Context: an optimization exercise on an open-source flow, tuned for small area, a short achievable clock period and few clock cycles per item. The choices shown serve that exercise and are no tape-out recipe.
Function was checked by simulation only, so behaviour that the tests miss may differ from the original.
No activity file was given, so power comes from the tool's default toggle rates.

Design math_core_alu, start of the top module:
module math_core_alu #(
    parameter int DW = 32,
    parameter int CW = 32
) (
    input  logic          clk,
    input  logic          rst,
    input  logic [0:1]    mode,
    input  logic          in_valid,
    output logic          in_ready,
    input  logic [0:DW-1] ain,
    input  logic [0:DW-1] bin,
    output logic          out_valid,
    input  logic          out_ready,
    output logic [0:DW-1] result,
    output logic          ovf,
    output logic [0:CW-1] statistic,
    input  logic          stat_ld,
    input  logic [0:CW-1] stat_din,
    input  logic          flush,
    output logic          busy
);
    logic [31:0]   a1;
    logic [31:0]   b1;
    logic [32:1]   a3_1;
    logic [10:0]   bs1_1, bs2_1, bs3_1, bs4_1;
    logic [9:0]    bneg_1;
    logic          bgt_1;            
    logic [1:0]    m1;
    logic          v1;
    localparam int K = 20;
    logic [31:K]   s2;
    logic [31:K]   c2;
    logic [K-1:0]  lo2;
    logic          ck2;
    logic          k1_2;
    logic          k2_2;
    logic          mulp2;
    logic [2-1:0] l32_2;
    logic          v2;
    logic [CW-1:0] r_stat;
    logic          take2;
    logic          en1;
    logic          hs;
    logic          full;
    assign take2    = !v2 || out_ready;
    assign en1      = !full || out_ready;
    assign in_ready = !flush && en1;
    assign hs       = v2 && out_ready && !flush;
    logic [31:0] ain_v;
    logic [32:0] a3_in;
    assign ain_v = ain;
    assign a3_in = {1'b0, ain_v} + {ain_v, 1'b0};
    logic [32:0] a3;
    assign a3 = {a3_1, a1[0]};
    logic [31:0] bin_v;
    logic [34:0] bx;
    logic [10:0] bs1_in, bs2_in, bs3_in, bs4_in;
    assign bin_v = bin;
    assign bx    = {2'b00, bin_v, 1'b0};
    always_comb begin
        for (int i = 0; i < 11; i++) begin
  ...
clock: 10.0 ns
lec_check: 0
abc_area: 1
cap_margin: 20
core_margin: 2
core_utilization: 40
cts_cluster_diameter: 100
cts_cluster_size: 20
slew_margin: 20
standard.sh (not shown) runs the stock make flow with config.mk's settings and CLKGATE_MAP_FILE= SYNTH_SCRIPT=/design/flow/synth_recipe.tcl, a recipe that flattens the netlist after the stock synthesis.
==> flow/flow/run.sh <==
#!/bin/bash
# The standard layout, with plain buf_1 port buffers and a tighter setup target
# for timing repair; the log of the whole make run goes to standard.log.
bash standard.sh BUFFER_PORTS_ARGS="-buffer_cell sky130_fd_sc_hd__buf_1" SETUP_SLACK_MARGIN=5.2 finish > standard.log 2>&1
The baseline completed with no timing, DRC or antenna violations.
Testbench counts at the start, summed over its fixed seeds: cycles 16,016, items 16,000.
Change:
==> flow/flow/run.sh (replaced) <==
#!/bin/bash
# The standard layout, with plain buf_1 port buffers and a tighter setup target
# for timing repair; the log of the whole make run goes to standard.log.
bash standard.sh BUFFER_PORTS_ARGS="-buffer_cell sky130_fd_sc_hd__buf_1" SETUP_SLACK_MARGIN=4.8 finish > standard.log 2>&1
- CTS_CLUSTER_DIAMETER: 100 -> default
- CTS_CLUSTER_SIZE: 20 -> default
The new run went through all stages and came out clean.
Synthesized area does not change.
Flip-flop and latch count does not change.
Sequential share of layout area hardly moves.
Core utilization is about the same.
Synthesized cell count does not change.
Die area stays the same.
Worst hold slack loses 0.0044 ns.
Clock power goes up by 38%.
Cell area stays flat.
Cell count is about the same.
Total power is higher by 1.7%.

* * *

== TR ==
math_core_alu, a different RTL version from the one above (not shown whole).
Size: roughly 3200 cells after synthesis, about 170 I/O pins.
// math_core_alu
module math_core_alu #(
    parameter int DW = 32,
    parameter int CW = 32
) (
    input  logic          clk,
    input  logic          rst,
    input  logic [0:1]    mode,
    input  logic          in_valid,
    output logic          in_ready,
    input  logic [0:DW-1] ain,
    input  logic [0:DW-1] bin,
    output logic          out_valid,
    input  logic          out_ready,
    output logic [0:DW-1] result,
    output logic          ovf,
    output logic [0:CW-1] statistic,
    input  logic          stat_ld,
    input  logic [0:CW-1] stat_din,
    input  logic          flush,
    output logic          busy
);
export LEC_CHECK = 0
export ABC_AREA = 1
export CAP_MARGIN = 20
export CORE_MARGIN = 2
export CORE_UTILIZATION = 50
export SLEW_MARGIN = 20
create_clock -name core_clock -period 10.0 [get_ports {clk}]
==> flow/flow/run.sh <==
#!/bin/bash
# The standard layout, with plain buf_1 port buffers and a tighter setup target
# for timing repair; the log of the whole make run goes to standard.log.
bash standard.sh BUFFER_PORTS_ARGS="-buffer_cell sky130_fd_sc_hd__buf_1" SETUP_SLACK_MARGIN=5.2 finish > standard.log 2>&1
TR completed every stage of the flow, and the final layout passed the timing, design-rule and antenna checks.
Testbench counts of TR, summed over its fixed seeds: cycles 16,016, items 16,000.
For JK, these inputs were changed with respect to TR:
- a change of CORE_UTILIZATION from 50 to 40
==> flow/flow/run.sh <==
#!/bin/bash
# The standard layout, with plain buf_1 port buffers and a tighter setup target
# for timing repair; the log of the whole make run goes to standard.log.
bash standard.sh BUFFER_PORTS_ARGS="-buffer_cell sky130_fd_sc_hd__buf_1" SETUP_SLACK_MARGIN=4.8 finish > standard.log 2>&1
## What came out
- Against TR, JK reports a switching power of the nets that is lower.
- JK reports a higher number of CTS-inserted buffers than TR does.
- The wire length of the first global-routing pass in TR is 1.06 times that in JK.
- Diff JK..TR | clock-pin slew on the worst setup and hold paths | negligible
- Compared with TR, JK shows final critical path time including I/O delays and setup higher by 0.18 ns.
- JK: proportion of power drawn by the clock network is 1.2 points higher than what TR reported.
- Looking at worst setup slack after layout across both flows, JK is the weaker of the two, with TR ahead.

* * *

math_core_alu, a different RTL version from the one above (not shown whole).
For scale: roughly 2,500 cells after synthesis, about 170 flip-flops.
==> flow/design.v (excerpt) <==
module math_core_alu #(
    parameter int DW = 32,
    parameter int CW = 32
) (
    input  logic          clk,
    input  logic          rst,
    input  logic [0:1]    mode,
    input  logic          in_valid,
    output logic          in_ready,
    input  logic [0:DW-1] ain,
    input  logic [0:DW-1] bin,
    output logic          out_valid,
    input  logic          out_ready,
    output logic [0:DW-1] result,
    output logic          ovf,
    output logic [0:CW-1] statistic,
    input  logic          stat_ld,
    input  logic [0:CW-1] stat_din,
    input  logic          flush,
    output logic          busy
);
Settings: LEC_CHECK=0, ABC_AREA=1, CAP_MARGIN=20, CORE_MARGIN=2, CORE_UTILIZATION=60, SLEW_MARGIN=20; clock period 10.0 ns.
==> flow/flow/run.sh <==
#!/bin/bash
# The standard layout, with plain buf_1 port buffers and a tighter setup target
# for timing repair; the log of the whole make run goes to standard.log.
bash standard.sh BUFFER_PORTS_ARGS="-buffer_cell sky130_fd_sc_hd__buf_1" SETUP_SLACK_MARGIN=5.6 finish > standard.log 2>&1
The first run ran to the end with no violations.
Testbench counts at the start, summed over its fixed seeds: cycles 16,016, items 16,000.
Change:
--- a/flow/config.mk
+++ b/flow/config.mk
@@ -11 +11 @@
-export CORE_UTILIZATION = 60
+export CORE_UTILIZATION = 40
What happened:
- The changed run completed without violations
- die area climbs by 49%
- global-route usage drops by 14 points
- wire length climbs by 0.64%
- cell count climbs by 6.8%
- synthesized cell count stays the same

-- static timing again, ports no longer ideal --
In the flow no input, the clock included, has a driving cell. The finished layouts below were timed again as built, in two steps.
Step 1 (the two cells are an assumption about what drives the block):
set clk [get_ports {clk}]
set_driving_cell -lib_cell sky130_fd_sc_hd__clkbuf_16 $clk
set_driving_cell -lib_cell sky130_fd_sc_hd__buf_2 [delete_from_list [all_inputs] $clk]
Step 2 times the ports against the registers' clock, not the clock port: input delays grow and output delays shrink by t, the midpoint of the rising clock arrivals with the driver on.
Three values: no drivers, after step 1, after step 2; two values: the first two.
run | shift t [ns] | setup slack, ns | slew at the worst register clock pin (ns)
the first run of note 1 | 0.588 | 5.204 / 5.143 / 4.923 | 0.09 / 0.09
the second run of note 1 | 0.637 | 5.054 / 5.008 / 4.704 | 0.06 / 0.06
TR | 0.635 | 5.265 / 5.265 / 4.858 | 0.08 / 0.08
JK | 0.657 | 5.080 / 5.080 / 4.628 | 0.08 / 0.08
the first run of note 3 | 0.524 | 4.925 / 4.925 / 4.925 | 0.08 / 0.08
the second run of note 3 | 0.553 | 4.993 / 4.993 / 4.993 | 0.09 / 0.09
After both steps setup and hold are still met in every run listed. For JK, which loses most, drivers alone change the setup slack by 0.000 ns; drivers and shift together by -0.452 ns.
